Background: an optimization exercise with open tools, aiming at small area, a short achievable clock period and few clock cycles. Do not read the settings as production practice. Only simulation tests tie the RTL to the original design; equivalence was not proved. Power and IR drop assume default switching activity.

## softmax_top
module softmax_top (
  input  logic                   clk,
  input  logic                   reset,
  input  logic                   start,
  input  softmax_pkg::addr_t     start_addr,
  input  softmax_pkg::addr_t     end_addr,
  output logic                   wb_cyc,
  output logic                   wb_stb,
  output softmax_pkg::addr_t     wb_adr,
  input  softmax_pkg::row_t      wb_rdata,
  input  logic                   wb_ack,
  output logic                   out_valid,
  output softmax_pkg::diff_row_t out_row,
  output softmax_pkg::sum_t      sum,
  output logic                   busy,
  output logic                   done
);
Size: about 3200 cells after synthesis, about 650 flip-flops, roughly 170 I/O pins, about 32000 um2 of cells after synthesis.
==> flow/config.mk <==
export PLATFORM = sky130hd
export DESIGN_NAME = softmax_top
export DESIGN_NICKNAME = softmax_top
export VERILOG_FILES = /design/flow/design.v
export SDC_FILE = /design/flow/constraint.sdc
export NUM_CORES = 4
export LEC_CHECK = 0
export ABC_AREA = 1
export CAP_MARGIN = 20
export CORE_MARGIN = 2
export CORE_UTILIZATION = 55
export CTS_BUF_LIST = sky130_fd_sc_hd__clkbuf_4 sky130_fd_sc_hd__clkbuf_8
export SETUP_SLACK_MARGIN = 2.8
export SLEW_MARGIN = 20
==> flow/constraint.sdc <==
create_clock -name core_clock -period 5.5 [get_ports {clk}]
set_input_delay 1.1000 -clock core_clock [delete_from_list [all_inputs] [get_ports {clk}]]
set_output_delay 1.1000 -clock core_clock [all_outputs]
set_load 0.01 [all_outputs]
standard.sh (not shown) runs the stock make flow with config.mk's settings and CLKGATE_MAP_FILE= SYNTH_SCRIPT=/design/flow/synth_recipe.tcl, a recipe that flattens the netlist after the stock synthesis.
==> flow/flow/run.sh <==
#!/bin/bash
# The standard layout, with two changes to how it is made:
#  - ports are buffered with plain buffers (sky130_fd_sc_hd__buf_4) instead of
#    the delay cells buffer_ports picks by default;
#  - the resizer may change a cell's footprint when it sizes it.
# Synthesis is the standard one (standard.sh runs it unchanged).
set -euo pipefail
cd "$(dirname "$0")/.."
bash standard.sh \
  MATCH_CELL_FOOTPRINT=0 \
  "BUFFER_PORTS_ARGS=-buffer_cell sky130_fd_sc_hd__buf_4" \
  finish > flow_make.log 2>&1
Testbench counts at the start, summed over its fixed seeds: cycles 20,322.
==> next run, changes <==
--- a/flow/config.mk
+++ b/flow/config.mk
@@ -10,4 +10,5 @@
 export CORE_MARGIN = 2
-export CORE_UTILIZATION = 55
-export CTS_BUF_LIST = sky130_fd_sc_hd__clkbuf_4 sky130_fd_sc_hd__clkbuf_8
+export CORE_UTILIZATION = 65
+export CTS_BUF_LIST = sky130_fd_sc_hd__clkbuf_8
+export PLACE_DENSITY = 0.75
 export SETUP_SLACK_MARGIN = 2.8
Outcome: The new run passed the timing, DRC and antenna checks. Sequential share of layout area is higher by 0.33 points. Non-clock buffer count stays the same. Power decreases by a few percent. Die area came out lower by about a fifth. Utilization is higher by 11 points. Critical path depth falls by 6. Wire length climbs by a few percent. Sequential cell count is unchanged. Fmax shrinks slightly. Cell area came out lower slightly.
==> next run, changes <==
--- a/flow/config.mk
+++ b/flow/config.mk
@@ -10,6 +10,5 @@
 export CORE_MARGIN = 2
-export CORE_UTILIZATION = 65
+export CORE_UTILIZATION = 55
 export CTS_BUF_LIST = sky130_fd_sc_hd__clkbuf_8
-export PLACE_DENSITY = 0.75
-export SETUP_SLACK_MARGIN = 2.8
+export SETUP_SLACK_MARGIN = 3.0
 export SLEW_MARGIN = 20
Area after synthesis is unchanged.
Global-route usage fell by 6.9 points.
Via count fell by 2.9%.
Final cell count rose by 5.1%.
Worst setup slack is better by 0.036 ns.
Clock-buffer cell count fell by 2.
Total power barely changes.
==> next run, changes <==
--- a/flow/config.mk
+++ b/flow/config.mk
@@ -12,3 +12,3 @@
 export CTS_BUF_LIST = sky130_fd_sc_hd__clkbuf_8
-export SETUP_SLACK_MARGIN = 3.0
+export SETUP_SLACK_MARGIN = 2.6
 export SLEW_MARGIN = 20
- power climbs by about 1.1%
- worst setup slack degrades by 0.16 ns
- global-route usage fell by 0.56 points
- final cell count fell by 2.2%
- critical path depth is higher by 6
- routed wire length drops by 3.7%
- final area goes down by 5.9%
- via count went down by about 2.7%

static timing again, ports no longer ideal:
In the flow no input, the clock included, has a driving cell. The finished layouts below were timed again as built, in two steps. Step 1 sets driving cells, clkbuf_16 on the clock port and buf_2 on the other inputs (assumed; they add their load-dependent delay and slew). Step 2 moves the port delays by t, midway between the first and last clock arrival at a register: inputs arrive t later, outputs are due t later. That takes back most of the time a late clock gives input paths. a / b / c = ideal / step 1 / step 2; a / b = the first two.
| run | t, ns | setup WS [ns] | slew at the worst register clock pin (ns) | worst slew at a driven data input, ns | pins driven straight from the clock port |
|---|---|---|---|---|---|
| the first run | 0.775 | 2.857 / 2.871 / 2.096 | 0.07 / 0.07 | 0.11 | 1 |
| the second run | 0.749 | 2.831 / 2.831 / 2.090 | 0.08 / 0.08 | 0.10 | 1 |
| the third run | 0.769 | 2.867 / 2.867 / 2.152 | 0.07 / 0.07 | 0.16 | 1 |
| the fourth run | 0.774 | 2.703 / 2.703 / 1.932 | 0.07 / 0.07 | 0.08 | 1 |
After both steps every run listed still meets setup and hold. The setup slack of the fourth run, which loses most, moves by 0.000 ns with the drivers and by -0.771 ns with both steps.
